Source: an optimization exercise on an open RTL-to-GDS flow (aim: small area and a short achievable clock period). Production flows keep margins and buffers that such runs may drop. RTL that was checked went through simulation tests only; none was proved equivalent to the original. The RTL of run 8 was laid out without a check of its function. No activity file was given, so power comes from the tool's default toggle rates.

File: flow/flow/run.sh
#!/bin/bash
# Standard layout, except that synthesis maps the logic with an area-first
# ABC script (flow/abc_min.script) in place of ORFS's. Everything else,
# registers included, is the standard synthesis and flow.
set -euo pipefail
W=$(pwd)
F=$W/flow
{
    echo "proc abc {args} {"
    echo "    set i [lsearch -exact \$args -script]"
    echo "    if {\$i >= 0} { lset args [expr {\$i + 1}] $F/abc_min.script }"
    echo "    yosys abc {*}\$args"
    echo "}"
    cat "$W/synth_recipe.tcl"
} > "$W/own_synth.tcl"
sed "s#SYNTH_SCRIPT=[^ ]*#SYNTH_SCRIPT=$W/own_synth.tcl#" "$W/standard.sh" > "$W/own_standard.sh"
export SETUP_SLACK_MARGIN=8
export BUFFER_PORTS_ARGS="-buffer_cell sky130_fd_sc_hd__buf_1"
bash "$W/own_standard.sh" synth > "$W/synth.log" 2>&1
bash "$W/own_standard.sh" > "$W/layout.log" 2>&1
File: flow/flow/abc_min.script
strash
&get -n
&dch -f
&nf -R 100
&put
buffer -c
upsize -c
dnsize -c
File: flow/standard.sh
#!/bin/bash
# synth_recipe.tcl (not shown) runs the flow's synth.tcl, then flattens the netlist and writes it again
# the make line also repeats each setting of config.mk as NAME=value (left out here)
make -C /OpenROAD-flow-scripts/flow DESIGN_CONFIG=/design/flow/config.mk WORK_HOME=/design/flow/orfs CLKGATE_MAP_FILE= SYNTH_SCRIPT=/design/flow/synth_recipe.tcl "${@:-finish}"
File: flow/config.mk
export PLATFORM = sky130hd
export DESIGN_NAME = lookahead_sw_alloc
export DESIGN_NICKNAME = lookahead_sw_alloc
export VERILOG_FILES = /design/flow/design.v
export SDC_FILE = /design/flow/constraint.sdc
export NUM_CORES = 4
export LEC_CHECK = 0
export ABC_AREA = 1
export CAP_MARGIN = 20
export CORE_MARGIN = 2
export CORE_UTILIZATION = 40
export SLEW_MARGIN = 20
File: flow/constraint.sdc
create_clock -name core_clock -period 29.0 [get_ports {clk}]
set_input_delay 5.8000 -clock core_clock [delete_from_list [all_inputs] [get_ports {clk}]]
set_output_delay 5.8000 -clock core_clock [all_outputs]
set_load 0.01 [all_outputs]
File: flow/design.v
`default_nettype none
package sw_alloc_pkg;
    localparam int NUM_PORT     = 5;
    localparam int NUM_VC       = 6;
    localparam int BYPASS_VC    = 4;
    localparam int NUM_DS_VC    = NUM_VC - 2;
    localparam int NUM_NET_PORT = 4;
    localparam int LOCAL_PORT   = 4;
    localparam int TIME_WIDTH   = 8;
    localparam int BUFFER_DEPTH = 4;
    typedef logic [NUM_PORT-1:0] port_vec_t;
    typedef logic [$clog2(NUM_PORT+1)-1:0] pc_idx_t;
    localparam pc_idx_t NULL_PC = pc_idx_t'(NUM_PORT);
    typedef logic [$clog2(NUM_VC)-1:0] vc_idx_t;
    typedef logic [$clog2(NUM_DS_VC)-1:0] ds_vc_idx_t;
    typedef logic [NUM_DS_VC-1:0] ds_vc_vec_t;
    typedef logic [TIME_WIDTH-1:0] age_t;
    typedef logic [$clog2(BUFFER_DEPTH+1)-1:0] credit_t;
endpackage
`default_nettype wire
`timescale 1ns/1ns
`default_nettype none
module vc_arbiter (
    input  wire [29:0] req,       
    input  wire [47:0] age,       
    output wire [2:0]  sel_vc,
    output wire [7:0]  win_age,
    output wire [4:0]  win_req,
    output wire        byp        
);
    wire [5:0] cand [9];
    wire [5:0] hit  [8];
    wire [5:0] first;
    for (genvar v = 0; v < 6; v++) begin : g_act
        assign cand[8][v] = |req[v*5 +: 5];
    end
    for (genvar b = 7; b >= 0; b--) begin : g_bit
        for (genvar v = 0; v < 6; v++) begin : g_v
            assign hit[b][v] = cand[b+1][v] & age[v*8 + b];
        end
        assign win_age[b] = |hit[b];
        assign cand[b] = win_age[b] ? hit[b] : cand[b+1];
    end
    assign first[0] = cand[0][0];
    for (genvar v = 1; v < 6; v++) begin : g_first
        assign first[v] = cand[0][v] & ~|cand[0][v-1:0];
    end
    assign win_req = ({5{first[0]}} & req[ 0 +: 5]) | ({5{first[1]}} & req[ 5 +: 5])
                   | ({5{first[2]}} & req[10 +: 5]) | ({5{first[3]}} & req[15 +: 5])
                   | ({5{first[4]}} & req[20 +: 5]) | ({5{first[5]}} & req[25 +: 5]);
    assign sel_vc = {first[4] | first[5], first[2] | first[3], first[1] | first[3] | first[5]};
    assign byp    = first[4];
endmodule
`default_nettype wire
`timescale 1ns/1ns
`default_nettype none
module output_arbiter (
    input  wire [24:0] win_req,    
    input  wire [39:0] win_age,    
    input  wire [15:0] avail,      
    output wire [14:0] sel_pc,
    output wire [9:0]  vc_new,
    output wire [15:0] consume,
    output wire [24:0] gnt         
);
    function automatic logic age_ge(input logic [7:0] a, input logic [7:0] b);
        logic c;
        c = 1'b1;
        for (int k = 0; k < 8; k++) begin
            c = (a[k] & ~b[k]) | ((a[k] | ~b[k]) & c);
        end
        age_ge = c;
    endfunction
    wire beats [5][5];
    for (genvar i = 0; i < 5; i++) begin : g_cmp_i
        for (genvar j = 0; j < 5; j++) begin : g_cmp_j
            if (i < j) begin : g_lo
                assign beats[i][j] = age_ge(win_age[i*8 +: 8], win_age[j*8 +: 8]);
            end else if (i > j) begin : g_hi
                assign beats[i][j] = ~beats[j][i];
            end else begin : g_eq
                assign beats[i][j] = 1'b1;
            end
        end
    end
    for (genvar o = 0; o < 5; o++) begin : g_out
        wire [4:0] rq;
        wire       ok;
        wire       any;
        for (genvar i = 0; i < 5; i++) begin : g_rq
            assign rq[i] = win_req[i*5 + o];
        end
        if (o < 4) begin : g_net
            wire [3:0] av = avail[o*4 +: 4];
            assign ok = |av;
            assign vc_new[o*2 +: 2] = {~av[0] & ~av[1], ~av[0] & (av[1] | ~av[2])};
            assign consume[o*4 +: 4] = {4{any}} & {~|av[2:0] , av[2] & ~|av[1:0], av[1] & ~av[0], av[0]};
        end else begin : g_loc
            assign ok = 1'b1;
            assign vc_new[o*2 +: 2] = 2'd0;
        end
        for (genvar i = 0; i < 5; i++) begin : g_g
            wire [4:0] lose;
            for (genvar j = 0; j < 5; j++) begin : g_j
                if (j == i) begin : g_s
                    assign lose[j] = 1'b0;
                end else begin : g_o
                    assign lose[j] = rq[j] & beats[j][i];
                end
            end
            assign gnt[i*5 + o] = ok & rq[i] & ~|lose;
        end
        assign any = ok & |rq;
        assign sel_pc[o*3 +: 3] = {gnt[4*5+o] | ~any, gnt[2*5+o] | gnt[3*5+o], gnt[1*5+o] | gnt[3*5+o] | ~any};
    end
endmodule
`default_nettype wire
`timescale 1ns/1ns
`default_nettype none
module credit_tracker (
    input  wire clk,
    input  wire arst_n,
    input  wire consume,
    input  wire credit_return_in,
    output wire avail
);
    reg  [2:0] s;
    wire [2:0] s_d;
    wire       c = consume;
    wire       r = credit_return_in;
    assign s_d[0] = s[0] ^ c ^ r;
    assign s_d[1] = (s[1] & c) | s[2] | (s[1] & ~r) | (s[0] & c & ~r);
    assign s_d[2] = (s[2] & c) | (s[1] & c & ~r) | (s[2] & ~r) | (s[2] & ~s[0]);
    always @(posedge clk or negedge arst_n) begin
        if (!arst_n) begin
            s <= 3'b000;
        end else begin
            s <= s_d;
        end
    end
    assign avail = s[0] | ~s[2];
endmodule
`default_nettype wire
`timescale 1ns/1ns
`default_nettype none
module alloc_feedback (
    input  wire [24:0] win_req,    
    input  wire [24:0] gnt,        
    input  wire [3:0]  byp,        
    output wire [24:0] uppv,
    output wire [3:0]  grant_new
);
    assign uppv = win_req & ~gnt;
    for (genvar i = 0; i < 4; i++) begin : g_byp
        assign grant_new[i] = byp[i] & |gnt[i*5 +: 5];
    end
endmodule
`default_nettype wire
`timescale 1ns/1ns
`default_nettype none
module lookahead_sw_alloc (
    input  wire           clk,
    input  wire           arst_n,
    input  wire [149:0]   req,
    input  wire [239:0]   age,
    input  wire [15:0]    credit_return_in,
    output wire [14:0]    sel_vc,
    output wire [14:0]    sel_pc,
    output wire [9:0]     vc_new,
    output wire [15:0]    credit_return_out,
    output wire [24:0]    uppv,
    output wire [3:0]     grant_new
);
    wire [39:0] win_age;
    wire [24:0] win_req;
    wire [4:0]  byp;
    wire [15:0] avail;
    wire [24:0] gnt;
    for (genvar i = 0; i < 5; i++) begin : g_in
        vc_arbiter u_vc_arb (
            .req     (req[i*30 +: 30]),
            .age     (age[i*48 +: 48]),
            .sel_vc  (sel_vc[i*3 +: 3]),
            .win_age (win_age[i*8 +: 8]),
            .win_req (win_req[i*5 +: 5]),
            .byp     (byp[i])
        );
    end
    output_arbiter u_out_arb (
        .win_req (win_req),
        .win_age (win_age),
        .avail   (avail),
        .sel_pc  (sel_pc),
        .vc_new  (vc_new),
        .consume (credit_return_out),
        .gnt     (gnt)
    );
    for (genvar k = 0; k < 16; k++) begin : g_cred
        credit_tracker u_credit (
            .clk              (clk),
            .arst_n           (arst_n),
            .consume          (credit_return_out[k]),
            .credit_return_in (credit_return_in[k]),
            .avail            (avail[k])
        );
    end
    alloc_feedback u_feedback (
        .win_req   (win_req),
        .gnt       (gnt),
        .byp       (byp[3:0]),
        .uppv      (uppv),
        .grant_new (grant_new)
    );
endmodule
`default_nettype wire
==> impl_metrics.toml, run 1 <==
[drt]
drt-wirelength-per-cell_um = 23.6
num_vias = 12797
drt_iter0_drc = 1616
remaining_drc_errors = 0
wl_mm = 46.8
ant_nets = 0
avgViaCountPerCell = 6.44
dr.pass1.iters = 9

[worst_setup_path]
end_kind = "output pin"
arrival_ns = 14.82
cpMostUsedCell = "a22oi_1"
required_ns = 23.20
cp_top_family = "compound AO/OA/AOI/OAI gates"
crit_slowest_cell = "maj3_2"
critical_path_buf_inv_count = 2
path_max_fanout = 12
crit_type = "in2out"
cp-start-kind = "input pin"
critical_path.max_stage_delay_ns = 0.42
r2r_slack_ns = 26.51

[pwr]
leakagePower_nw = 4.02
finalPower_w = 0.000707
power_density_nw_per_um2 = 62.9
irDropWorstVdd_uv = 27.0

[sta]
final_max_slew_viol_count = 0
post-route-period-util = 0.711
tns_ns = 0
period_minus_slack_ns = 20.62
whs_ns = 0.511
finClkSkew_ns = 0.00519
max_freq_ghz = 0.0485
finalSetupViolations = 0
relSlewSlack = 0.174
rsz0062_at_grt = "no"
finalHoldViolations = 0
worstMarginPinSlew_ns = 1.24

[global_route]
grt_pass1_vias = 11827
grt_antenna_before_repair = 11
gr-total-overflow = 0
grt_usage = 0.375
grt_pass1_wl_mm = 69.0
grt_max_degree = 40

[final_layout]
area_delta_synth_final_pct = 27.9
num-nets-final = 2118
multi_input_area_um2 = 7250
final-seq-area_um2 = 1200
top_regs = "g_cred.u_credit.s x48"
drive_gt1_frac = 0.0979
largest_register_ffs = 48
fill_cells = 2310
layoutNonFillerInstCount = 1988
largest-register = "g_cred.u_credit.s"

[logic_synthesis]
synth.avg_cell_area_um2 = 7.18
synth_edf_count = 0
synth.largest_area_cell = "dfrtp_1"
synthFlopType = "dfrtp_1"
yosysUniqueCellTypes = 61
yosysTopAreaCellShare = 0.137
synthTopCellsByCount = "150 x o21a_1, 132 x nand2_1, 127 x nor2_1"
synth_area_leaders = "dfrtp_1 14%, o21a_1 13%, a22oi_1 6.8%"
synth_area_um2 = 8780
synth_most_common_cell = "o21a_1"
ys_ff_latch = 48
ys_warn_count = 3
ys_seq_area_frac = 0.137
syn_inst = 1223
async_flop_share = 1.00

[floorplanning]
die-area_um2 = 23200
io_pins = 493
core_um2 = 21700
die_h_um = 152
start_util = 0.405
die_width_um = 152
std_cell_rows = 54

[clock_tree]
cts_htree_levels = 2
cts_buffers = 5
hold_buffers = 0
clock_latency_ns = 0.29
root_buffer = "clkbuf_16"
clk_path_buf_depth = 2
cts_tree = "yes"
path_clk_slew_ns = 0.07
cts_num_sinks = 48

[outcome]
status = "timing/DRC/antenna clean"

[flow_run]
maxCapViolCount = 0

[place]
dpl.cell_count = 1947
hpwl_mm = 40.5
gp_congestion = 1.04
port_buffers = 490

[worst_hold_path]
hp-class = "reg2reg"
-- report_power, final --
group | switching [W] | leakage [nW] | internal (W) | total (W)
clock | 0.0000268 | 0.0805 | 0.0000410 | 0.0000678
sequential | 0.0000196 | 0.559 | 0.0000974 | 0.000117
combinational | 0.000326 | 3.38 | 0.000197 | 0.000522
total | 0.000372 | 4.02 | 0.000335 | 0.000707
-- area by class of cell --
class	count	area share
tap	280	0.0312
sequential	48	0.107
inverter	44	0.0147
timing repair buffer	519	0.184
clock buffer	5	0.0111
antenna	13	0.00290
clock inverter	3	0.00412
multi-input combinational	1076	0.645
-- final timing paths --
path / startpoint / endpoint / cells past startpoint
max in group asynchronous: arst_n / g_cred[15].u_credit.s[0]$_DFF_PN0_ / 2
worst min-delay path: g_cred[2].u_credit.s[1]$_DFF_PN0_ / g_cred[2].u_credit.s[1]$_DFF_PN0_ / 2
worst min register to register: g_cred[2].u_credit.s[1]$_DFF_PN0_ / g_cred[2].u_credit.s[1]$_DFF_PN0_ / 2
min in group asynchronous: arst_n / g_cred[10].u_credit.s[2]$_DFF_PN0_ / 1
worst max-delay path: req[67] / grant_new[0] / 41
worst max register to register: g_cred[1].u_credit.s[0]$_DFF_PN0_ / g_cred[1].u_credit.s[0]$_DFF_PN0_ / 9
-- cells in the final DEF, fill, tap and decap left out, drive strengths merged, types with 36 or more instances in the layout --
| cell | netlist | layout |
|---|---|---|
| dfrtp | 48 | 48 |
| buf | 56 | 516 |
| a21oi | 51 | 51 |
| inv | 44 | 45 |
| o21a | 152 | 152 |
| a22oi | 79 | 79 |
| a222oi | 37 | 37 |
| nand2 | 132 | 132 |
| o211ai | 36 | 36 |
| nor2 | 130 | 130 |
| nor3 | 49 | 49 |
| o21ai | 63 | 63 |
-- per-layer routing --
layer	up-vias	track usage	part of all wire
li1	5811	-	-
met1	6119	0.500	0.41
met2	764	0.624	0.46
met3	103	0.0512	0.082
met4	0	0.131	0.041
met5	-	0	0
-- cells by family after synthesis --
family / count (synthesis) / synth area share
compound gates: 564 / 0.479
simple gates: 451 / 0.246
buf+inv: 101 / 0.0669
flops: 48 / 0.137
fa+ha+maj: 42 / 0.0548
xor+xnor: 16 / 0.0160
other cells: 1 / 0.000427
-- metrics by stage --
step	utilization	worst slack, ns	instance area (um2)
floorplan	-	9.49	8790
global placement	0.490	7.27	10600
detailed placement	0.490	7.31	10600
CTS	0.502	8.03	10900
global route	0.518	7.89	11200
finish	0.518	8.38	11200
-- worst min-delay path, cell delays in order (launching register included) --
cell and delay (ns):
dfrtp_1 0.35, a21oi_1 0.07, o21ai_0 0.06
-- repair_timing --
action | CTS | global route
gates cloned | 0 | 1
gates resized for setup | 23 | 54
setup endpoints to repair | 50 | 60
pin swaps | 3 | 19
setup buffers | 5 | 12
==> run 2: changes to the inputs <==
--- a/flow/flow/run.sh
+++ b/flow/flow/run.sh
@@ -14,7 +14,7 @@
     cat "$W/synth_recipe.tcl"
 } > "$W/own_synth.tcl"
 sed "s#SYNTH_SCRIPT=[^ ]*#SYNTH_SCRIPT=$W/own_synth.tcl#" "$W/standard.sh" > "$W/own_standard.sh"
-export SETUP_SLACK_MARGIN=8
+export SETUP_SLACK_MARGIN=7.5
 export BUFFER_PORTS_ARGS="-buffer_cell sky130_fd_sc_hd__buf_1"
 bash "$W/own_standard.sh" synth > "$W/synth.log" 2>&1
 bash "$W/own_standard.sh" > "$W/layout.log" 2>&1
==> impl_metrics.toml, run 2 <==
[sta]
post-route-period-util = 0.728
final_max_slew_viol_count = 0
rsz0062_at_grt = "yes"
relSlewSlack = 0.208
finalSetupViolations = 0
setup_slack_ns = 7.89
period_minus_slack_ns = 21.11
tns_ns = 0
finClkSkew_ns = 0.00572
finalHoldViolations = 0
worstMarginPinSlew_ns = 1.19
max_freq_ghz = 0.0474

[global_route]
grt_pass1_vias = 11762
grt_usage = 0.373
grt_pass1_wl_mm = 68.6
grt_antenna_before_repair = 11
gr-total-overflow = 0
grt_max_degree = 40

[logic_synthesis]
ys_seq_area_frac = 0.137
synth.largest_area_cell = "dfrtp_1"
synth.avg_cell_area_um2 = 7.18
ys_ff_latch = 48
syn_inst = 1223
async_flop_share = 1.00
synth_most_common_cell = "o21a_1"
synthTopCellsByCount = "150 x o21a_1, 132 x nand2_1, 127 x nor2_1"
synth_area_um2 = 8780
yosysUniqueCellTypes = 61
ys_warn_count = 3
yosysTopAreaCellShare = 0.137
synthFlopType = "dfrtp_1"
synth_edf_count = 0
synth_area_leaders = "dfrtp_1 14%, o21a_1 13%, a22oi_1 6.8%"

[worst_setup_path]
cpMostUsedCell = "a22oi_1"
cp_top_family = "compound AO/OA/AOI/OAI gates"
cp-start-kind = "input pin"
critical_path.max_stage_delay_ns = 0.42
end_kind = "output pin"
crit_slowest_cell = "nor3_1"
required_ns = 23.20
crit_type = "in2out"
arrival_ns = 15.31
path_max_fanout = 13
critical_path_buf_inv_count = 2

[final_layout]
largest-register = "g_cred.u_credit.s"
postLayoutCoreUtil = 0.508
layoutNonFillerInstCount = 1979
drive_gt1_frac = 0.0783
largest_register_ffs = 48
area_delta_synth_final_pct = 25.4
fin_area_um2 = 11000
mostFrequentLayoutCell = "buf_1"
top_regs = "g_cred.u_credit.s x48"
mostFrequentLayoutCells = "488 x buf_1, 150 x o21a_1, 132 x nand2_1"
num-nets-final = 2109

[floorplanning]
die_width_um = 152
std_cell_rows = 54
die_h_um = 152
io_pins = 493
start_util = 0.405
core_um2 = 21700
die-area_um2 = 23200

[drt]
wl_mm = 46.6
drt_iter0_drc = 1627
avgViaCountPerCell = 6.42
dr.pass1.iters = 9
num_vias = 12704
ant_nets = 0
remaining_drc_errors = 0
drt-wirelength-per-cell_um = 23.5

[place]
pre_cts_slack_ns = 7.31
hpwl_mm = 40.5
gp_congestion = 1.04
port_buffers = 490
placed_area_um2 = 10600
dpl.cell_count = 1947

[pwr]
leakagePower_nw = 3.93
irDropWorstVdd_uv = 27.0
power_density_nw_per_um2 = 63.0

[flow_run]
maxCapViolCount = 0

[clock_tree]
clk_path_buf_depth = 2
path_clk_slew_ns = 0.07
clock_latency_ns = 0.29
root_buffer = "clkbuf_16"
cts_num_sinks = 48
cts_buffers = 5
cts_htree_levels = 2
cts_tree = "yes"

[worst_hold_path]
hp-class = "reg2reg"

[outcome]
status = "timing/DRC/antenna clean"
## run 2: path summary, 6_finish.rpt
path | cells past startpoint | slack, ns | startpoint | endpoint
max in group asynchronous | 2 | 22.86 | arst_n | g_cred[4].u_credit.s[1]$_DFF_PN0_
setup / recovery | 40 | 7.89 | req[17] | grant_new[0]
setup reg to reg | 9 | 26.58 | g_cred[9].u_credit.s[2]$_DFF_PN0_ | g_cred[10].u_credit.s[0]$_DFF_PN0_
hold reg to reg | 2 | 0.51 | g_cred[2].u_credit.s[1]$_DFF_PN0_ | g_cred[2].u_credit.s[1]$_DFF_PN0_
hold / removal | 2 | 0.51 | g_cred[2].u_credit.s[1]$_DFF_PN0_ | g_cred[2].u_credit.s[1]$_DFF_PN0_
min in group asynchronous | 1 | 5.36 | arst_n | g_cred[10].u_credit.s[2]$_DFF_PN0_
## run 2: kinds of logic (layout without fill, tap and decap cells)
logic type | Yosys count | count (layout) | share of synthesized area
AOI/OAI and AO/OA | 564 | 564 | 0.479
and+or+nand+nor | 451 | 452 | 0.246
buffers and inverters | 101 | 562 | 0.0669
DFF | 48 | 48 | 0.137
adders and majority gates | 42 | 42 | 0.0548
xor gates and xnor gates | 16 | 16 | 0.0160
other | 1 | 15 | 0.000427
## run 2: layer usage
layer / share of wire / routed length [um] / GRT usage / vias to the layer above
met1: 0.41 / 19100 / 0.498 / 5995
li1: - / - / - / 5806
met4: 0.045 / 2090 / 0.136 / 0
met2: 0.46 / 21300 / 0.619 / 786
met5: 0 / 0 / 0 / -
met3: 0.090 / 4190 / 0.0492 / 117
## run 2: layout make-up
type                       count  area (um2)
inverter                      44         165
timing repair buffer         510        1980
sequential                    48        1200
clock inverter                 3        46.3
antenna                       13        32.5
tap                          280         350
clock buffer                   5         125
multi-input combinational   1076        7110
fill                        2321       10700
## run 2: metrics by stage
stage	hold WS [ns]	total power [W]
after global routing	0.555	0.000745
final	0.511	0.000694
after floorplan	0.468	0.000459
after global placement	0.488	0.000601
after detailed placement	0.500	0.000604
after CTS	0.516	0.000674
## run 2: power by group
group / switching, W / internal, W / total, W
combinational: 0.000322 / 0.000188 / 0.000509
sequential: 0.0000196 / 0.0000974 / 0.000117
clock: 0.0000269 / 0.0000410 / 0.0000679
## run 2: what timing repair did
action / in CTS / in global routing
gates resized for setup: 4 / 32
setup buffers: 0 / 8
hold endpoints to repair: 0 / 0
pin swaps: 0 / 8
endpoints found under the setup margin: 5 / 56
cloned: 0 / 1
hold buffers: 0 / 0
## run 2: tightest hold or removal path, cell delays in order (launching register included)
cell and delay, ns:
dfrtp_1 0.35, a21oi_1 0.07, o21ai_0 0.06
==> run 3: changes to the inputs <==
--- a/flow/flow/run.sh
+++ b/flow/flow/run.sh
@@ -14,7 +14,7 @@
     cat "$W/synth_recipe.tcl"
 } > "$W/own_synth.tcl"
 sed "s#SYNTH_SCRIPT=[^ ]*#SYNTH_SCRIPT=$W/own_synth.tcl#" "$W/standard.sh" > "$W/own_standard.sh"
-export SETUP_SLACK_MARGIN=7.5
+export SETUP_SLACK_MARGIN=8
 export BUFFER_PORTS_ARGS="-buffer_cell sky130_fd_sc_hd__buf_1"
 bash "$W/own_standard.sh" synth > "$W/synth.log" 2>&1
 bash "$W/own_standard.sh" > "$W/layout.log" 2>&1
==> flow/flow/abc_min.script (replaced) <==
strash
&get -n
&dch -f
&nf -R 1000
&put
--- a/flow/config.mk
+++ b/flow/config.mk
@@ -9,4 +9,5 @@
 export CAP_MARGIN = 20
 export CORE_MARGIN = 2
 export CORE_UTILIZATION = 40
+export CTS_BUF_LIST = sky130_fd_sc_hd__clkbuf_8
 export SLEW_MARGIN = 20
==> impl_metrics.toml, run 3 <==
[worst_hold_path]
hp-class = "reg2reg"
min_from = "g_cred[8].u_credit.s[1]$_DFF_PN0_"
hold_depth = 2
worstHoldEndpoint = "g_cred[8].u_credit.s[1]$_DFF_PN0_"

[pwr]
finalPower_w = 0.000680
comb_power_share = 0.754
p_sw_w = 0.000362
clkPwrFrac = 0.074
p_seq_frac = 0.171
leakagePower_nw = 3.81
netSwitchingFraction = 0.532
p_int_w = 0.000318
power_density_nw_per_um2 = 61.1
irDropWorstVdd_uv = 23.8

[worst_setup_path]
path_max_fanout = 12
rr_worst_depth = 9
crit_slowest_cell = "maj3_2"
arrival_ns = 14.87
end_kind = "output pin"
cpMostUsedCell = "maj3_1"
critical_path.max_stage_delay_ns = 0.41
r2r_end = "g_cred[13].u_credit.s[0]$_DFF_PN0_"
cp-start-kind = "input pin"
crit_type = "in2out"
r2r_slack_ns = 26.45
critical_path_buf_inv_count = 5
crit_start = "req[121]"
cp_top_family = "compound AO/OA/AOI/OAI gates"
required_ns = 23.20
reg2reg_from = "g_cred[13].u_credit.s[0]$_DFF_PN0_"

[final_layout]
postLayoutCoreUtil = 0.533
drive_gt1_frac = 0.0646
final-seq-area_um2 = 1200
multi_input_area_um2 = 7190
area_delta_synth_final_pct = 32.0
top_regs = "g_cred.u_credit.s x48"
diodes = 0
largest-register = "g_cred.u_credit.s"
mostFrequentLayoutCell = "buf_1"
fill_cells = 2219
mostFrequentLayoutCells = "488 x buf_1, 151 x o21a_1, 132 x nand2_1"
largest_register_ffs = 48
num-nets-final = 2126
layoutNonFillerInstCount = 1978

[clock_tree]
clk_path_buf_depth = 2
clock_latency_ns = 0.31
cts_buffers = 5
path_clk_slew_ns = 0.10
cts_htree_levels = 2
cts_num_sinks = 48
cts_tree = "yes"
hold_buffers = 0
root_buffer = "clkbuf_8"

[sta]
finalHoldViolations = 0
max_freq_ghz = 0.0484
worstMarginPinSlew_ns = 1.13
finalSetupViolations = 0
period_minus_slack_ns = 20.67
post-route-period-util = 0.713
whs_ns = 0.522
tns_ns = 0
finClkSkew_ns = 0.00666
rsz0062_at_grt = "yes"
final_max_slew_viol_count = 0
relSlewSlack = 0.249

[logic_synthesis]
yosysUniqueCellTypes = 46
synth_most_common_cell = "o21a_1"
synth_edf_count = 0
async_flop_share = 1.00
yosysTopAreaCellShare = 0.142
synth_area_leaders = "dfrtp_1 14%, o21a_1 14%, a22oi_1 7.0%"
synthFlopType = "dfrtp_1"
synthTopCellsByCount = "152 x o21a_1, 132 x nand2_1, 130 x nor2_1"
synth.largest_area_cell = "dfrtp_1"
ys_ff_latch = 48
ys_seq_area_frac = 0.142
synth_area_um2 = 8440
ys_warn_count = 3
syn_inst = 1184
synth.avg_cell_area_um2 = 7.13

[place]
dpl.cell_count = 1948
gp_congestion = 1.00
port_buffers = 490
hpwl_mm = 36.8

[floorplanning]
core_um2 = 20900
die_width_um = 149
die-area_um2 = 22300
start_util = 0.404
die_h_um = 149
io_pins = 493
std_cell_rows = 53

[global_route]
gr-total-overflow = 0
grt_pass1_vias = 11328
grt_antenna_before_repair = 0
grt_max_degree = 49
grt_pass1_wl_mm = 62.8
grt_usage = 0.357

[drt]
ant_nets = 0
avgViaCountPerCell = 6.34
drt_iter0_drc = 1302
num_vias = 12538
drt-wirelength-per-cell_um = 21.7
wl_mm = 42.9
remaining_drc_errors = 0
dr.pass1.iters = 9

[flow_run]
maxCapViolCount = 0

[outcome]
status = "timing/DRC/antenna clean"
-- run 3: layout make-up --
class                      instances  area share
timing repair buffer             528       0.190
tap                              275      0.0309
clock inverter                     3     0.00416
clock buffer                       5     0.00618
sequential                        48       0.108
inverter                          44      0.0148
multi-input combinational       1075       0.646
-- run 3: logic make-up (layout without fill, tap and decap cells) --
logic type,after synthesis,in the layout,synth area share
AO/OA/AOI/OAI,564,564,0.499
XOR/XNOR,16,16,0.0166
adder cells (fa/ha/maj),42,42,0.0546
buffers and inverters,62,580,0.0356
flip-flops,48,48,0.142
other,1,2,0.000444
AND/OR/NAND/NOR,451,451,0.252
-- run 3: how the worst max path moves through the flow --
stage / cells past startpoint / end
floorplan: 38 / grant_new[0]
global placement: 40 / grant_new[0]
detailed placement: 40 / grant_new[0]
CTS: 40 / grant_new[2]
global route: 40 / grant_new[3]
finish: 39 / grant_new[0]
-- run 3: worst min-delay path, stage by stage (launching register included) --
cell	delay, ns
dfrtp_1	0.35
a21oi_1	0.07
o21ai_0	0.07
-- run 3: power groups by stage --
stage / Sequential [W] / Clock (W) / Combinational [W]
after floorplan: 0.000113 / 0 / 0.000326
after global placement: 0.000117 / 0 / 0.000476
after detailed placement: 0.000117 / 0 / 0.000478
after CTS: 0.000116 / 0.0000519 / 0.000488
after global routing: 0.000120 / 0.0000553 / 0.000560
final: 0.000117 / 0.0000503 / 0.000513
-- run 3: stage by stage --
step                setup slack, ns  cell area, um2
finish                         8.33           11100
global route                   7.95           11100
CTS                            7.99           10900
detailed placement             6.25           10600
global placement               6.43           10600
floorplan                      8.02            8440
-- run 3: timing repair --
action / CTS / global route
setup buffers: 4 / 17
gates resized for setup: 49 / 46
pin swaps: 4 / 18
endpoints found under the setup margin: 60 / 60
-- run 3: per-layer routing --
metal  track usage  share of wire  vias up
li1              -              -     5820
met1         0.477           0.41     5775
met2         0.582           0.45      821
met3        0.0615           0.10      122
met4         0.125          0.043        0
met5             0              0        -
==> run 4: changes to the inputs <==
==> flow/flow/abc_min.script (replaced) <==
strash
&get -n
&dch -f
&nf -R 100
&put
buffer -c
upsize -c
dnsize -c
--- a/flow/config.mk
+++ b/flow/config.mk
@@ -11,3 +11,4 @@
 export CORE_UTILIZATION = 40
 export CTS_BUF_LIST = sky130_fd_sc_hd__clkbuf_8
 export SLEW_MARGIN = 20
+export TNS_END_PERCENT = 0
==> impl_metrics.toml, run 4 <==
[final_layout]
area_delta_synth_final_pct = 27.1
fill_cells = 2321
largest_register_ffs = 48
drive_gt1_frac = 0.0985
num-nets-final = 2118
largest-register = "g_cred.u_credit.s"
mostFrequentLayoutCell = "buf_1"
mostFrequentLayoutCells = "488 x buf_1, 147 x o21a_1, 132 x nand2_1"
top_regs = "g_cred.u_credit.s x48"

[sta]
finClkSkew_ns = 0.00600
finalHoldViolations = 0
worstMarginPinSlew_ns = 1.21
max_freq_ghz = 0.0484
post-route-period-util = 0.712
rsz0062_at_grt = "yes"
period_minus_slack_ns = 20.65
setup_slack_ns = 8.35
tns_ns = 0
relSlewSlack = 0.190
final_max_slew_viol_count = 0
whs_ns = 0.517
finalSetupViolations = 0

[floorplanning]
std_cell_rows = 54
io_pins = 493
core_um2 = 21700
die_h_um = 152
die_width_um = 152
die-area_um2 = 23200
start_util = 0.405

[clock_tree]
cts_num_sinks = 48
hold_buffers = 0
clk_path_buf_depth = 2
root_buffer = "clkbuf_8"
clock_latency_ns = 0.31
path_clk_slew_ns = 0.10
cts_htree_levels = 2
cts_tree = "yes"
cts_buffers = 5

[logic_synthesis]
synth_most_common_cell = "o21a_1"
syn_inst = 1223
synth_adder_area_share = 0.0548
synthMuxAreaShare = 0
synth_area_um2 = 8780
synth_area_leaders = "dfrtp_1 14%, o21a_1 13%, a22oi_1 6.8%"
ys_ff_latch = 48
ys_seq_area_frac = 0.137
synth_edf_count = 0
synth.avg_cell_area_um2 = 7.18
synth_top_family_by_area = "compound AO/OA/AOI/OAI gates"
synth_compound_area_frac = 0.479
async_flop_share = 1.00
synthSimpleGateAreaFrac = 0.246
yosys.area_share.xor_xnor = 0.0160
ys_warn_count = 3
yosysTopAreaCellShare = 0.137
synth.largest_area_cell = "dfrtp_1"
synthFlopType = "dfrtp_1"
synthTopCellsByCount = "150 x o21a_1, 132 x nand2_1, 127 x nor2_1"
yosysUniqueCellTypes = 61

[global_route]
gr-total-overflow = 0
grt_antenna_before_repair = 11
grt_pass1_wl_mm = 68.9
grt_pass1_vias = 11799
grt_usage = 0.375
grt_max_degree = 40

[worst_setup_path]
end_kind = "output pin"
critical_path.max_stage_delay_ns = 0.42
arrival_ns = 14.85
cp-start-kind = "input pin"
reg2reg_from = "g_cred[1].u_credit.s[0]$_DFF_PN0_"
rr_worst_depth = 9
crit_slowest_cell = "maj3_2"
required_ns = 23.20
r2r_end = "g_cred[2].u_credit.s[0]$_DFF_PN0_"
r2r_slack_ns = 26.55
cpMostUsedCell = "a22oi_1"
path_max_fanout = 12
crit_type = "in2out"

[pwr]
netSwitchingFraction = 0.536
p_seq_frac = 0.169
p_int_w = 0.000320
clkPwrFrac = 0.073
comb_power_share = 0.757
leakagePower_nw = 3.99
irDropWorstVdd_uv = 29.7
power_density_nw_per_um2 = 61.7
p_sw_w = 0.000370

[place]
gp_congestion = 1.04
hpwl_mm = 40.5
port_buffers = 490
pre_cts_slack_ns = 7.31

[drt]
num_vias = 12783
drt-wirelength-per-cell_um = 23.6
ant_nets = 0
dr.pass1.iters = 8
wl_mm = 46.8
avgViaCountPerCell = 6.43
remaining_drc_errors = 0
drt_iter0_drc = 1502

[flow_run]
maxCapViolCount = 0

[worst_hold_path]
hp-class = "reg2reg"
worstHoldEndpoint = "g_cred[2].u_credit.s[1]$_DFF_PN0_"
hold_depth = 2
min_from = "g_cred[2].u_credit.s[1]$_DFF_PN0_"

[outcome]
status = "timing/DRC/antenna clean"
[run 4: worst max-delay path by stage]
stage	to	from	slack (ns)	cells after the start
floorplan	grant_new[0]	req[121]	9.49	44
global placement	grant_new[0]	req[67]	7.27	40
detailed placement	credit_return_out[10]	req[121]	7.31	36
CTS	grant_new[0]	req[121]	7.95	37
global route	grant_new[0]	req[37]	7.86	42
finish	grant_new[0]	req[67]	8.35	41
[run 4: worst max-delay path, delay by kind of cell]
| kind | cells | cell delay [ns] |
|---|---|---|
| AOI/OAI and AO/OA | 18 | 3.34 |
| and+or+nand+nor | 14 | 2.93 |
| adders and majority gates | 7 | 2.40 |
| buffers and inverters | 2 | 0.37 |
[run 4: what timing repair did]
| item | in CTS | in global routing |
|---|---|---|
| gates resized for setup | 19 | 58 |
| pin swaps | 1 | 20 |
| buffers inserted | 2 | 14 |
| endpoints found under the setup margin | 50 | 60 |
| gates cloned | 0 | 2 |
[run 4: cell families after synthesis]
family                   after synthesis
buffers and inverters                101
AO/OA/AOI/OAI                        564
AND/OR/NAND/NOR                      451
flip-flops                            48
other                                  1
XOR/XNOR                              16
adder cells (fa/ha/maj)               42
[run 4: area by class of cell]
| cell class | count | area [um2] | share of cell area |
|---|---|---|---|
| Antenna cell | 13 | 32.5 | 0.00291 |
| Clock buffer | 5 | 68.8 | 0.00616 |
| Clock inverter | 3 | 46.3 | 0.00415 |
| Inverter | 44 | 165 | 0.0148 |
| Multi-Input combinational cell | 1077 | 7260 | 0.650 |
| Sequential cell | 48 | 1200 | 0.108 |
| Tap cell | 280 | 350 | 0.0314 |
| Timing Repair Buffer | 518 | 2040 | 0.183 |
[run 4: per-stage QoR]
stage	power, W	util	cell area [um2]	cells
finish	0.000689	0.515	11200	1988
global route	0.000742	0.515	11200	1986
CTS	0.000659	0.498	10800	1957
detailed placement	0.000604	0.490	10600	1947
global placement	0.000601	0.490	10600	1946
floorplan	0.000459	-	8790	1224
[run 4: routing by layer]
layer | up-vias | wire (um) | GRT usage
li1 | 5817 | - | -
met5 | - | 0 | 0
met1 | 6121 | 19400 | 0.500
met3 | 107 | 3900 | 0.0492
met4 | 0 | 1970 | 0.134
met2 | 738 | 21600 | 0.623
[run 4: power by group through the flow]
stage          Clock (W)  Combinational (W)  Sequential (W)
3_5_place_dp           0           0.000486        0.000117
5_1_grt        0.0000540           0.000567        0.000121
2_1_floorplan          0           0.000346        0.000113
3_3_place_gp           0           0.000484        0.000117
6_report       0.0000506           0.000522        0.000117
4_1_cts        0.0000513           0.000491        0.000116
==> run 5: changes to the inputs <==
--- a/flow/flow/run.sh
+++ b/flow/flow/run.sh
@@ -14,7 +14,7 @@
     cat "$W/synth_recipe.tcl"
 } > "$W/own_synth.tcl"
 sed "s#SYNTH_SCRIPT=[^ ]*#SYNTH_SCRIPT=$W/own_synth.tcl#" "$W/standard.sh" > "$W/own_standard.sh"
-export SETUP_SLACK_MARGIN=8
+export SETUP_SLACK_MARGIN=9
 export BUFFER_PORTS_ARGS="-buffer_cell sky130_fd_sc_hd__buf_1"
 bash "$W/own_standard.sh" synth > "$W/synth.log" 2>&1
 bash "$W/own_standard.sh" > "$W/layout.log" 2>&1
==> impl_metrics.toml, run 5 <==
[floorplanning]
io_pins = 493
die_h_um = 152
die-area_um2 = 23200
die_width_um = 152
core_um2 = 21700
start_util = 0.405
std_cell_rows = 54

[sta]
period_minus_slack_ns = 20.30
max_freq_ghz = 0.0493
final_max_slew_viol_count = 0
worstMarginPinSlew_ns = 1.18
finClkSkew_ns = 0.00639
finalHoldViolations = 0
rsz0062_at_grt = "yes"
tns_ns = 0
post-route-period-util = 0.700
relSlewSlack = 0.210
whs_ns = 0.518
finalSetupViolations = 0

[worst_hold_path]
hold_depth = 2
hp-class = "reg2reg"

[logic_synthesis]
yosysUniqueCellTypes = 61
ys_warn_count = 3
syn_inst = 1223
async_flop_share = 1.00
synth_area_um2 = 8780
synth.avg_cell_area_um2 = 7.18
yosysTopAreaCellShare = 0.137
synthTopCellsByCount = "150 x o21a_1, 132 x nand2_1, 127 x nor2_1"
synth.largest_area_cell = "dfrtp_1"
synth_most_common_cell = "o21a_1"
synth_area_leaders = "dfrtp_1 14%, o21a_1 13%, a22oi_1 6.8%"
synth_edf_count = 0
synthFlopType = "dfrtp_1"
ys_seq_area_frac = 0.137
ys_ff_latch = 48

[outcome]
status = "timing/DRC/antenna clean"

[final_layout]
largest-register = "g_cred.u_credit.s"
mostFrequentLayoutCell = "buf_1"
fin_area_um2 = 11600
fill_cells = 2296
top_regs = "g_cred.u_credit.s x48"
area_delta_synth_final_pct = 32.4
largest_register_ffs = 48
final-seq-area_um2 = 1200
drive_gt1_frac = 0.127
num-nets-final = 2153
mostFrequentLayoutCells = "482 x buf_1, 148 x o21a_1, 130 x nand2_1"
layoutNonFillerInstCount = 2025
multi_input_area_um2 = 7420

[worst_setup_path]
rr_worst_depth = 8
required_ns = 23.20
crit_start = "req[121]"
r2r_slack_ns = 26.51
path_max_fanout = 8
end_kind = "output pin"
arrival_ns = 14.50
crit_slowest_cell = "a222oi_1"
crit_type = "in2out"
cp_top_family = "compound AO/OA/AOI/OAI gates"
r2r_end = "g_cred[9].u_credit.s[0]$_DFF_PN0_"
reg2reg_from = "g_cred[10].u_credit.s[2]$_DFF_PN0_"
critical_path_buf_inv_count = 3
worst-path-stages = 37
critical_path.max_stage_delay_ns = 0.42
endpoint = "uppv[4]"
cp-start-kind = "input pin"

[clock_tree]
clock_latency_ns = 0.31
root_buffer = "clkbuf_8"
cts_htree_levels = 2
cts_buffers = 5
clk_path_buf_depth = 2
cts_num_sinks = 48
cts_tree = "yes"
path_clk_slew_ns = 0.10

[drt]
avgViaCountPerCell = 6.42
ant_nets = 0
num_vias = 12995
drt_iter0_drc = 1595
dr.pass1.iters = 9
remaining_drc_errors = 0
wl_mm = 47.7
drt-wirelength-per-cell_um = 23.5

[place]
gp_congestion = 1.04
placed_area_um2 = 10600
port_buffers = 490
hpwl_mm = 40.5
dpl.cell_count = 1947

[pwr]
netSwitchingFraction = 0.532
power_density_nw_per_um2 = 61.1
irDropWorstVdd_uv = 30.4
p_int_w = 0.000333
leakagePower_nw = 4.23
p_seq_frac = 0.164
clkPwrFrac = 0.072
p_sw_w = 0.000378
comb_power_share = 0.764

[global_route]
grt_pass1_wl_mm = 70.6
grt_usage = 0.385
grt_antenna_before_repair = 14
grt_pass1_vias = 12275
grt_max_degree = 40
gr-total-overflow = 0

[flow_run]
maxCapViolCount = 0
-- run 5: changes by cell type in the layout (fill, tap and decap cells not counted), moves of 4 or more --
cell     change
buf_2        +4
buf_1        -6
a22oi_2      +4
a22oi_1      -4
and3_4       +7
buf_4       +35
o221a_4      +6
and3_2       -5
o221a_2      -6
nor4_2       -4
-- run 5: power by group through the flow --
stage	sequential [W]	combinational, W	clock [W]
global route	0.000121	0.000587	0.0000543
CTS	0.000116	0.000522	0.0000513
global placement	0.000117	0.000484	0
detailed placement	0.000117	0.000486	0
floorplan	0.000113	0.000346	0
finish	0.000117	0.000543	0.0000508
-- run 5: routing by layer --
metal / share of wire / GRT usage / vias to the layer above
li1: - / - / 5889
met1: 0.40 / 0.501 / 6105
met2: 0.45 / 0.625 / 847
met3: 0.088 / 0.0597 / 154
met4: 0.058 / 0.182 / 0
met5: 0 / 0 / -
-- run 5: layout make-up --
type,count,area share
clock buffers,5,0.00592
well taps,280,0.0301
repair buffers,553,0.201
diodes,15,0.00323
clock inverters,3,0.00398
inverters,44,0.0142
flip-flops and latches,48,0.103
multi-input cells,1077,0.638
-- run 5: kinds of logic (layout without fill, tap and decap cells) --
kind of cell,count (synthesis),count (layout),synth area share
flip-flops,48,48,0.137
XOR/XNOR,16,16,0.0160
adder cells (fa/ha/maj),42,43,0.0548
AND/OR/NAND/NOR,451,452,0.246
buffers and inverters,101,605,0.0669
AO/OA/AOI/OAI,564,564,0.479
other,1,17,0.000427
-- run 5: worst min-delay path by stage --
| stage | start | to | slack, ns |
|---|---|---|---|
| floorplan | g_cred[14].u_credit.s[2]$_DFF_PN0_ | g_cred[14].u_credit.s[1]$_DFF_PN0_ | 0.47 |
| global placement | g_cred[2].u_credit.s[2]$_DFF_PN0_ | g_cred[2].u_credit.s[1]$_DFF_PN0_ | 0.49 |
| detailed placement | g_cred[2].u_credit.s[1]$_DFF_PN0_ | g_cred[2].u_credit.s[1]$_DFF_PN0_ | 0.50 |
| CTS | g_cred[2].u_credit.s[1]$_DFF_PN0_ | g_cred[2].u_credit.s[1]$_DFF_PN0_ | 0.52 |
| global route | g_cred[8].u_credit.s[1]$_DFF_PN0_ | g_cred[8].u_credit.s[1]$_DFF_PN0_ | 0.56 |
| finish | g_cred[2].u_credit.s[1]$_DFF_PN0_ | g_cred[2].u_credit.s[1]$_DFF_PN0_ | 0.52 |
-- run 5: timing repair --
action / CTS / global route
setup buffers: 42 / 9
hold endpoints to repair: 0 / 0
hold buffers: 0 / 0
pin swaps: 53 / 37
cloned: 2 / 0
resized for setup: 100 / 27
setup endpoints to repair: 60 / 60
-- run 5: metrics by stage --
step,utilization,power [W],setup WS [ns]
5_1_grt,0.536,0.000762,8.29
6_report,0.536,0.000711,8.70
3_5_place_dp,0.490,0.000604,7.31
4_1_cts,0.526,0.000690,8.95
2_1_floorplan,-,0.000459,9.49
3_3_place_gp,0.490,0.000601,7.27
-- run 5: tightest hold or removal path, stage by stage (launching register included) --
cell     delay [ns]
dfrtp_1        0.36
a21oi_1        0.07
o21ai_0        0.06
==> run 6: changes to the inputs <==
--- a/flow/flow/run.sh
+++ b/flow/flow/run.sh
@@ -14,7 +14,7 @@
     cat "$W/synth_recipe.tcl"
 } > "$W/own_synth.tcl"
 sed "s#SYNTH_SCRIPT=[^ ]*#SYNTH_SCRIPT=$W/own_synth.tcl#" "$W/standard.sh" > "$W/own_standard.sh"
-export SETUP_SLACK_MARGIN=9
+export SETUP_SLACK_MARGIN=8
 export BUFFER_PORTS_ARGS="-buffer_cell sky130_fd_sc_hd__buf_1"
 bash "$W/own_standard.sh" synth > "$W/synth.log" 2>&1
 bash "$W/own_standard.sh" > "$W/layout.log" 2>&1
--- a/flow/config.mk
+++ b/flow/config.mk
@@ -10,5 +10,5 @@
 export CORE_MARGIN = 2
 export CORE_UTILIZATION = 40
 export CTS_BUF_LIST = sky130_fd_sc_hd__clkbuf_8
+export PLACE_DENSITY = 0.8
 export SLEW_MARGIN = 20
-export TNS_END_PERCENT = 0
==> impl_metrics.toml, run 6 <==
[sta]
finalSetupViolations = 0
whs_ns = 0.517
period_minus_slack_ns = 20.58
tns_ns = 0
finalHoldViolations = 0
rsz0062_at_grt = "no"
finClkSkew_ns = 0.00838
final_max_slew_viol_count = 0
worstMarginPinSlew_ns = 1.05
relSlewSlack = 0.298
max_freq_ghz = 0.0486
post-route-period-util = 0.710

[final_layout]
largest_register_ffs = 48
fin_area_um2 = 11200
num-nets-final = 2115
largest-register = "g_cred.u_credit.s"
area_delta_synth_final_pct = 27.0
mostFrequentLayoutCells = "487 x buf_1, 149 x o21a_1, 131 x nand2_1"
drive_gt1_frac = 0.102
mostFrequentLayoutCell = "buf_1"
top_regs = "g_cred.u_credit.s x48"

[worst_setup_path]
critical_path_buf_inv_count = 3
arrival_ns = 14.78
crit_type = "in2out"
end_kind = "output pin"
worst-path-stages = 38
critical_path.max_stage_delay_ns = 0.42
cp-start-kind = "input pin"
rr_worst_depth = 9
required_ns = 23.20
crit_slowest_cell = "maj3_4"
cpMostUsedCell = "maj3_2"
cp_top_family = "compound AO/OA/AOI/OAI gates"
path_max_fanout = 12

[clock_tree]
cts_num_sinks = 48
cts_buffers = 5
hold_buffers = 0
clk_path_buf_depth = 2
cts_htree_levels = 2
clock_latency_ns = 0.31
cts_tree = "yes"
root_buffer = "clkbuf_8"
path_clk_slew_ns = 0.09

[logic_synthesis]
ys_ff_latch = 48
synthFlopType = "dfrtp_1"
synth_edf_count = 0
syn_inst = 1223
ys_warn_count = 3
synth_area_um2 = 8780
synthTopCellsByCount = "150 x o21a_1, 132 x nand2_1, 127 x nor2_1"
async_flop_share = 1.00
yosysTopAreaCellShare = 0.137
yosysUniqueCellTypes = 61
ys_seq_area_frac = 0.137
synth.avg_cell_area_um2 = 7.18
synth.largest_area_cell = "dfrtp_1"
synth_area_leaders = "dfrtp_1 14%, o21a_1 13%, a22oi_1 6.8%"
synth_most_common_cell = "o21a_1"

[place]
port_buffers = 490
hpwl_mm = 39.2
placed_area_um2 = 10700
gp_congestion = 1.11

[pwr]
irDropWorstVdd_uv = 31.4
leakagePower_nw = 3.99
p_seq_frac = 0.170
power_density_nw_per_um2 = 61.6
clkPwrFrac = 0.076
p_sw_w = 0.000366
p_int_w = 0.000322
comb_power_share = 0.754
netSwitchingFraction = 0.532
finalPower_w = 0.000687

[flow_run]
maxCapViolCount = 0

[drt]
num_vias = 12680
ant_nets = 0
remaining_drc_errors = 0
wl_mm = 45.4
drt-wirelength-per-cell_um = 23.0
drt_iter0_drc = 1537
avgViaCountPerCell = 6.42
dr.pass1.iters = 8

[worst_hold_path]
hp-class = "reg2reg"
hold_depth = 2

[floorplanning]
core_um2 = 21700
io_pins = 493
start_util = 0.405
die-area_um2 = 23200
die_h_um = 152
std_cell_rows = 54
die_width_um = 152

[global_route]
grt_pass1_wl_mm = 67.6
grt_pass1_vias = 12137
grt_antenna_before_repair = 3
gr-total-overflow = 0
grt_max_degree = 39
grt_usage = 0.362

[outcome]
status = "timing/DRC/antenna clean"
## run 6: changes by cell type in the layout (fill, tap and decap cells not counted), moves of 4 or more
cell / before / now
buf_4: 60 / 24
buf_2: 6 / 1
and3_2: 5 / 10
buf_1: 482 / 487
o221a_2: 24 / 30
nor3_2: 5 / 9
o221a_4: 8 / 0
diode_2: 15 / 3
and3_4: 16 / 10
## run 6: logic make-up after synthesis
group	Yosys count	synth area share
AOI/OAI and AO/OA	564	0.479
xor gates and xnor gates	16	0.0160
and+or+nand+nor	451	0.246
other	1	0.000427
buffers and inverters	101	0.0669
DFF	48	0.137
adders and majority gates	42	0.0548
## run 6: metal layers
metal,part of all wire,track usage
met5,0,0
met4,0.041,0.132
met3,0.091,0.0677
met2,0.47,0.627
met1,0.40,0.449
## run 6: worst paths after layout
check                                                   startpoint                                  to  slack, ns
worst max-delay path                                      req[121]                        grant_new[0]       8.42
worst min register to register  g_cred[14].u_credit.s[2]$_DFF_PN0_  g_cred[14].u_credit.s[1]$_DFF_PN0_       0.52
max in group asynchronous                                   arst_n  g_cred[12].u_credit.s[1]$_DFF_PN0_      22.89
worst max register to register   g_cred[9].u_credit.s[0]$_DFF_PN0_   g_cred[9].u_credit.s[0]$_DFF_PN0_      26.43
min in group asynchronous                                   arst_n   g_cred[1].u_credit.s[1]$_DFF_PN0_       5.34
worst min-delay path            g_cred[14].u_credit.s[2]$_DFF_PN0_  g_cred[14].u_credit.s[1]$_DFF_PN0_       0.52
## run 6: per-stage QoR
stage	util	worst slack (ns)	cells
final	0.514	8.42	1975
after global routing	0.514	8.01	1975
after CTS	0.501	7.96	1960
after detailed placement	0.491	7.32	1949
after global placement	0.490	7.13	1947
after floorplan	-	9.49	1224
## run 6: layout make-up
class,count,area [um2]
flip-flops and latches,48,1200
diodes,3,7.51
repair buffers,516,2040
clock buffers,6,82.6
inverters,44,165
clock inverters,2,38.8
multi-input cells,1076,7270
fillers,2252,10500
well taps,280,350
## run 6: tightest hold or removal path, stage by stage, from the launching register on
cell and delay (ns):
dfrtp_1 0.37, a21oi_1 0.05, o21ai_0 0.06
## run 6: repair_timing
item / in CTS / in global routing
buffers inserted: 3 / 11
pin swaps: 2 / 12
gates resized for setup: 27 / 60
gates cloned: 0 / 1
endpoints found under the setup margin: 57 / 60
## run 6: power groups by stage
stage                     sequential [W]  combinational [W]   clock, W
final                           0.000117           0.000518  0.0000519
after global routing            0.000121           0.000563  0.0000547
after CTS                       0.000117           0.000493  0.0000521
after detailed placement        0.000118           0.000486          0
after global placement          0.000116           0.000478          0
after floorplan                 0.000113           0.000346          0
==> run 7: changes to the inputs <==
--- a/flow/config.mk
+++ b/flow/config.mk
@@ -10,5 +10,4 @@
 export CORE_MARGIN = 2
 export CORE_UTILIZATION = 40
 export CTS_BUF_LIST = sky130_fd_sc_hd__clkbuf_8
-export PLACE_DENSITY = 0.8
 export SLEW_MARGIN = 20
==> impl_metrics.toml, run 7 <==
[sta]
relSlewSlack = 0.197
final_max_slew_viol_count = 0
rsz0062_at_grt = "no"
period_minus_slack_ns = 20.65
max_freq_ghz = 0.0484
worstMarginPinSlew_ns = 1.20
setup_slack_ns = 8.35
post-route-period-util = 0.712
finalHoldViolations = 0
finClkSkew_ns = 0.00643
tns_ns = 0
finalSetupViolations = 0

[global_route]
grt_antenna_before_repair = 11
grt_pass1_vias = 11823
use_met2 = 0.624
grt_max_degree = 40
grt_usage = 0.375
use_met1 = 0.500
grt_pass1_wl_mm = 68.9
busiest_layer = "met2"
gr-total-overflow = 0
use_met3 = 0.0492

[clock_tree]
clk_path_buf_depth = 2
root_buffer = "clkbuf_8"
path_clk_slew_ns = 0.10
cts_tree = "yes"
cts_htree_levels = 2
cts_num_sinks = 48
clock_latency_ns = 0.31
cts_buffers = 5

[worst_setup_path]
critical_path.max_stage_delay_ns = 0.42
r2r_slack_ns = 26.52
required_ns = 23.20
path_max_fanout = 12
crit_slowest_cell = "maj3_2"
cp-start-kind = "input pin"
crit_type = "in2out"
end_kind = "output pin"
cp_top_family = "compound AO/OA/AOI/OAI gates"
crit_start = "req[67]"
arrival_ns = 14.85
rr_worst_depth = 9
cpMostUsedCell = "a22oi_1"
r2r_end = "g_cred[2].u_credit.s[0]$_DFF_PN0_"
reg2reg_from = "g_cred[1].u_credit.s[0]$_DFF_PN0_"
critical_path_buf_inv_count = 2

[logic_synthesis]
synthFlopType = "dfrtp_1"
synth_top_family_by_area = "compound AO/OA/AOI/OAI gates"
synthMuxAreaShare = 0
synth_area_um2 = 8780
synth_area_leaders = "dfrtp_1 14%, o21a_1 13%, a22oi_1 6.8%"
synthSimpleGateAreaFrac = 0.246
syn_inst = 1223
ys_warn_count = 3
synth.avg_cell_area_um2 = 7.18
synth_most_common_cell = "o21a_1"
yosysTopAreaCellShare = 0.137
synth_compound_area_frac = 0.479
synth_adder_area_share = 0.0548
synthTopCellsByCount = "150 x o21a_1, 132 x nand2_1, 127 x nor2_1"
yosysUniqueCellTypes = 61
async_flop_share = 1.00
ys_ff_latch = 48
synth.largest_area_cell = "dfrtp_1"
synth_edf_count = 0
yosys.area_share.xor_xnor = 0.0160
ys_seq_area_frac = 0.137

[worst_hold_path]
worstHoldEndpoint = "g_cred[2].u_credit.s[1]$_DFF_PN0_"
hp-class = "reg2reg"
min_from = "g_cred[2].u_credit.s[1]$_DFF_PN0_"
hold_depth = 2

[floorplanning]
die_h_um = 152
core_um2 = 21700
start_util = 0.405
io_pins = 493
std_cell_rows = 54
die_width_um = 152
die-area_um2 = 23200

[final_layout]
largest-register = "g_cred.u_credit.s"
mostFrequentLayoutCell = "buf_1"
top_regs = "g_cred.u_credit.s x48"
drive_gt1_frac = 0.0979
mostFrequentLayoutCells = "488 x buf_1, 147 x o21a_1, 132 x nand2_1"
largest_register_ffs = 48
area_delta_synth_final_pct = 27.3
fill_cells = 2315
num-nets-final = 2118

[place]
pre_cts_slack_ns = 7.31
hpwl_mm = 40.5
port_buffers = 490
gp_congestion = 1.04

[drt]
avgViaCountPerCell = 6.42
drt-wirelength-per-cell_um = 23.5
remaining_drc_errors = 0
ant_nets = 0
drt_iter0_drc = 1627
dr.pass1.iters = 9
wl_mm = 46.8
num_vias = 12756

[pwr]
leakagePower_nw = 3.99
power_density_nw_per_um2 = 61.7
irDropWorstVdd_uv = 30.1

[flow_run]
maxCapViolCount = 0

[outcome]
status = "timing/DRC/antenna clean"
run 7: area by class of cell:
| type | instances | area (um2) | share of cell area |
|---|---|---|---|
| flip-flops and latches | 48 | 1200 | 0.107 |
| well taps | 280 | 350 | 0.0313 |
| clock inverters | 3 | 46.3 | 0.00414 |
| inverters | 44 | 165 | 0.0148 |
| repair buffers | 519 | 2060 | 0.185 |
| diodes | 13 | 32.5 | 0.00291 |
| clock buffers | 5 | 68.8 | 0.00616 |
| multi-input cells | 1076 | 7250 | 0.649 |
run 7: routing by layer:
layer / share of wire / routed length [um] / vias to the layer above
li1: - / - / 5803
met4: 0.043 / 2030 / 0
met1: 0.41 / 19400 / 6059
met2: 0.46 / 21500 / 789
met3: 0.083 / 3900 / 105
met5: 0 / 0 / -
run 7: power by group:
| group | switching (W) | total (W) | internal [W] |
|---|---|---|---|
| Clock | 0.0000247 | 0.0000507 | 0.0000260 |
| Sequential | 0.0000195 | 0.000117 | 0.0000972 |
| Combinational | 0.000326 | 0.000523 | 0.000197 |
run 7: logic make-up (layout without fill, tap and decap cells):
logic type,count (synthesis),in the layout
AO/OA/AOI/OAI,564,564
other,1,15
AND/OR/NAND/NOR,451,452
XOR/XNOR,16,16
buffers and inverters,101,571
flip-flops,48,48
adder cells (fa/ha/maj),42,42
run 7: worst max path at each step:
stage	end	slack, ns	depth (start not counted)
2_1_floorplan	grant_new[0]	9.49	44
3_3_place_gp	grant_new[0]	7.27	40
3_5_place_dp	credit_return_out[10]	7.31	36
4_1_cts	grant_new[0]	8.03	37
5_1_grt	grant_new[0]	7.89	42
6_report	grant_new[0]	8.35	41
run 7: per-stage QoR:
stage | utilization | instances | power (W) | cell area (um2) | hold slack [ns]
after floorplan | - | 1224 | 0.000459 | 8790 | 0.468
after global placement | 0.490 | 1946 | 0.000601 | 10600 | 0.488
after detailed placement | 0.490 | 1947 | 0.000604 | 10600 | 0.500
after CTS | 0.499 | 1960 | 0.000661 | 10800 | 0.523
after global routing | 0.515 | 1986 | 0.000741 | 11200 | 0.563
final | 0.515 | 1988 | 0.000690 | 11200 | 0.518
run 7: worst reg2reg max path, cell delays in order (launching register included):
cell	delay [ns]
dfrtp_1	0.41
nand2b_1	0.18
nor2_1	0.14
nand2_1	0.12
nor2_1	0.53
nor2_1	0.25
nand2_1	0.17
nor3_1	0.10
ha_1	0.32
xor2_1	0.16
run 7: repair_timing:
action                     CTS  global route
hold buffers                 0             0
gates resized for setup     23            54
buffers inserted             5            12
setup endpoints to repair   50            60
pin swaps                    3            19
cloned                       0             1
==> run 8: changes to the inputs <==
--- a/flow/design.v
+++ b/flow/design.v
@@ -64,12 +64,16 @@
     output wire [24:0] gnt         
 );
     function automatic logic age_ge(input logic [7:0] a, input logic [7:0] b);
-        logic c;
-        c = 1'b1;
-        for (int k = 0; k < 8; k++) begin
-            c = (a[k] & ~b[k]) | ((a[k] | ~b[k]) & c);
-        end
-        age_ge = c;
+        logic gt, lt, gt_n, lt_n;
+        gt = 1'b0;
+        lt = 1'b0;
+        for (int k = 7; k >= 0; k--) begin
+            gt_n = gt | (~lt & a[k] & ~b[k]);
+            lt_n = lt | (~gt & ~a[k] & b[k]);
+            gt = gt_n;
+            lt = lt_n;
+        end
+        age_ge = ~lt;
     endfunction
     wire beats [5][5];
     for (genvar i = 0; i < 5; i++) begin : g_cmp_i
--- a/flow/flow/run.sh
+++ b/flow/flow/run.sh
@@ -14,7 +14,6 @@
     cat "$W/synth_recipe.tcl"
 } > "$W/own_synth.tcl"
 sed "s#SYNTH_SCRIPT=[^ ]*#SYNTH_SCRIPT=$W/own_synth.tcl#" "$W/standard.sh" > "$W/own_standard.sh"
-export SETUP_SLACK_MARGIN=8
 export BUFFER_PORTS_ARGS="-buffer_cell sky130_fd_sc_hd__buf_1"
 bash "$W/own_standard.sh" synth > "$W/synth.log" 2>&1
 bash "$W/own_standard.sh" > "$W/layout.log" 2>&1
--- a/flow/config.mk
+++ b/flow/config.mk
@@ -9,5 +9,4 @@
 export CAP_MARGIN = 20
 export CORE_MARGIN = 2
 export CORE_UTILIZATION = 40
-export CTS_BUF_LIST = sky130_fd_sc_hd__clkbuf_8
 export SLEW_MARGIN = 20
==> impl_metrics.toml, run 8 <==
[outcome]
status = "timing/DRC/antenna clean"

[final_layout]
postLayoutCoreUtil = 0.489
diodes = 0
drive_gt1_frac = 0.0611
mostFrequentLayoutCell = "buf_1"
area_delta_synth_final_pct = 21.0
num-nets-final = 2159
largest_register_ffs = 48
fill_cells = 2481
top_regs = "g_cred.u_credit.s x48"
mostFrequentLayoutCells = "489 x buf_1, 153 x nand2_1, 135 x o21a_1"
largest-register = "g_cred.u_credit.s"

[logic_synthesis]
yosysTopAreaCellShare = 0.128
synth_area_leaders = "dfrtp_1 13%, o21a_1 11%, nand2_1 6.1%"
syn_inst = 1295
async_flop_share = 1.00
synth.avg_cell_area_um2 = 7.26
ys_seq_area_frac = 0.128
synth_edf_count = 0
synthFlopType = "dfrtp_1"
ys_ff_latch = 48
yosysUniqueCellTypes = 81
synthTopCellsByCount = "153 x nand2_1, 135 x o21a_1, 102 x nor2_1"
synth_most_common_cell = "nand2_1"
ys_warn_count = 3
synth.largest_area_cell = "dfrtp_1"
synth_area_um2 = 9400

[place]
gp_congestion = 0.969
pre_cts_slack_ns = 7.83
port_buffers = 490
hpwl_mm = 37.2

[worst_setup_path]
reg2reg_from = "g_cred[0].u_credit.s[0]$_DFF_PN0_"
cpMostUsedCell = "a222oi_1"
critical_path.max_stage_delay_ns = 0.58
crit_slowest_cell = "and4_1"
required_ns = 23.20
crit_start = "req[147]"
end_kind = "output pin"
cp-start-kind = "input pin"
crit_type = "in2out"
path_max_fanout = 14
arrival_ns = 15.62

[pwr]
power_density_nw_per_um2 = 62.0
leakagePower_nw = 4.10
p_sw_w = 0.000382
clkPwrFrac = 0.096
p_int_w = 0.000324
netSwitchingFraction = 0.541
comb_power_share = 0.738
irDropWorstVdd_uv = 43.1
finalPower_w = 0.000705
p_seq_frac = 0.166

[floorplanning]
std_cell_rows = 56
die-area_um2 = 24700
io_pins = 493
die_width_um = 157
core_um2 = 23300
start_util = 0.404
die_h_um = 157

[sta]
finalHoldViolations = 0
setup_slack_ns = 7.58
tns_ns = 0
rsz0062_at_grt = "no"
final_max_slew_viol_count = 0
relSlewSlack = 0.233
max_freq_ghz = 0.0467
period_minus_slack_ns = 21.42
post-route-period-util = 0.739
finClkSkew_ns = 0.00319
finalSetupViolations = 0
worstMarginPinSlew_ns = 1.15

[clock_tree]
root_buffer = "clkbuf_16"
clk_path_buf_depth = 2
cts_resized = 0
cts_num_sinks = 48
cts_tree = "yes"
path_clk_slew_ns = 0.07
hold_buffers = 0
clock_latency_ns = 0.29
cts_buffers = 5
cts_setup_buffers = 0
cts_htree_levels = 2

[worst_hold_path]
hp-class = "reg2reg"
min_from = "g_cred[7].u_credit.s[0]$_DFF_PN0_"

[global_route]
grt_pass1_vias = 11963
grt_usage = 0.328
gr-total-overflow = 0
grt_max_degree = 40
grt_antenna_before_repair = 0
grt_pass1_wl_mm = 64.2

[drt]
wl_mm = 43.3
remaining_drc_errors = 0
avgViaCountPerCell = 6.24
dr.pass1.iters = 8
drt-wirelength-per-cell_um = 21.0
drt_iter0_drc = 1384
num_vias = 12816
ant_nets = 0

[flow_run]
maxCapViolCount = 0
[run 8: path summary, 6_finish.rpt]
| kind | to | slack, ns | cells after the start |
|---|---|---|---|
| max | grant_new[3] | 7.58 | 36 |
| min | g_cred[7].u_credit.s[2]$_DFF_PN0_ | 0.50 | 1 |
| max reg2reg | g_cred[2].u_credit.s[0]$_DFF_PN0_ | 26.40 | 7 |
| min reg2reg | g_cred[7].u_credit.s[2]$_DFF_PN0_ | 0.50 | 1 |
| max in group asynchronous | g_cred[3].u_credit.s[0]$_DFF_PN0_ | 22.85 | 2 |
| min in group asynchronous | g_cred[6].u_credit.s[2]$_DFF_PN0_ | 5.36 | 1 |
[run 8: stage by stage]
step | cell area [um2] | cells | hold slack, ns
CTS | 11400 | 2054 | 0.497
global route | 11400 | 2055 | 0.523
global placement | 11200 | 2046 | 0.479
floorplan | 9400 | 1296 | 0.460
detailed placement | 11200 | 2046 | 0.487
finish | 11400 | 2055 | 0.496
[run 8: power by group through the flow]
stage          Clock (W)  Sequential [W]  Combinational (W)
3_5_place_dp           0        0.000117           0.000509
5_1_grt        0.0000715        0.000121           0.000569
6_report       0.0000676        0.000117           0.000521
3_3_place_gp           0        0.000116           0.000504
2_1_floorplan          0        0.000113           0.000365
4_1_cts        0.0000687        0.000117           0.000510
[run 8: cell type report]
cell class / instances / area, um2 / area share
flip-flops and latches: 48 / 1200 / 0.106
inverters: 50 / 188 / 0.0165
repair buffers: 502 / 1930 / 0.169
clock inverters: 3 / 46.3 / 0.00407
multi-input cells: 1128 / 7490 / 0.658
well taps: 319 / 399 / 0.0351
clock buffers: 5 / 125 / 0.0110
[run 8: logic make-up after synthesis]
| family | share of synthesized area |
|---|---|
| and+or+nand+nor | 0.255 |
| adders and majority gates | 0.0213 |
| DFF | 0.128 |
| other | 0.000399 |
| AOI/OAI and AO/OA | 0.505 |
| buffers and inverters | 0.0759 |
| xor gates and xnor gates | 0.0149 |
[run 8: layer usage]
metal | up-vias | global-route usage | part of all wire
met5 | - | 0 | 0
met4 | 0 | 0.110 | 0.034
met2 | 663 | 0.576 | 0.48
met1 | 6008 | 0.405 | 0.41
li1 | 6046 | - | -
met3 | 99 | 0.0553 | 0.082
[run 8: critical path: cells and delay by family]
kind / cells / cell delay [ns]
and+or+nand+nor: 14 / 4.77
AOI/OAI and AO/OA: 19 / 4.70
buffers and inverters: 3 / 0.35

-- separate check: timing with driven ports --
No port has a modelled driver above. Below, the same layouts with a new extraction and two added sets of constraints.
Step 1, drivers: a clkbuf_16 drives clk and a buf_2 each remaining input, both assumed.
Step 2 adds t to the input delays and takes it off the output delays; t is the mean of the earliest and latest rising clock arrival at the registers after step 1. Input paths then give back, and output paths get back, about the clock's delay inside the block.
Three values: ideal ports, drivers, drivers and shift; two values: the first two.
run	shift t [ns]	setup WS [ns]	worst hold slack (ns)
run 1	0.323	8.380 / 8.359 / 8.359	0.511 / 0.511 / 0.511
run 2	0.322	7.893 / 7.872 / 7.872	0.511 / 0.511 / 0.511
run 3	0.334	8.329 / 8.309 / 8.309	0.522 / 0.522 / 0.522
run 4	0.337	8.347 / 8.324 / 8.324	0.517 / 0.517 / 0.517
run 5	0.339	8.695 / 8.649 / 8.649	0.518 / 0.518 / 0.518
run 6	0.330	8.419 / 8.393 / 8.393	0.517 / 0.517 / 0.517
run 7	0.339	8.353 / 8.330 / 8.330	0.518 / 0.518 / 0.518
run 8	0.324	7.577 / 7.556 / 7.556	0.496 / 0.496 / 0.496
After both steps setup and hold are still met in every run listed. For run 5, which loses most, drivers alone change the setup slack by -0.046 ns; drivers and shift together by -0.046 ns.
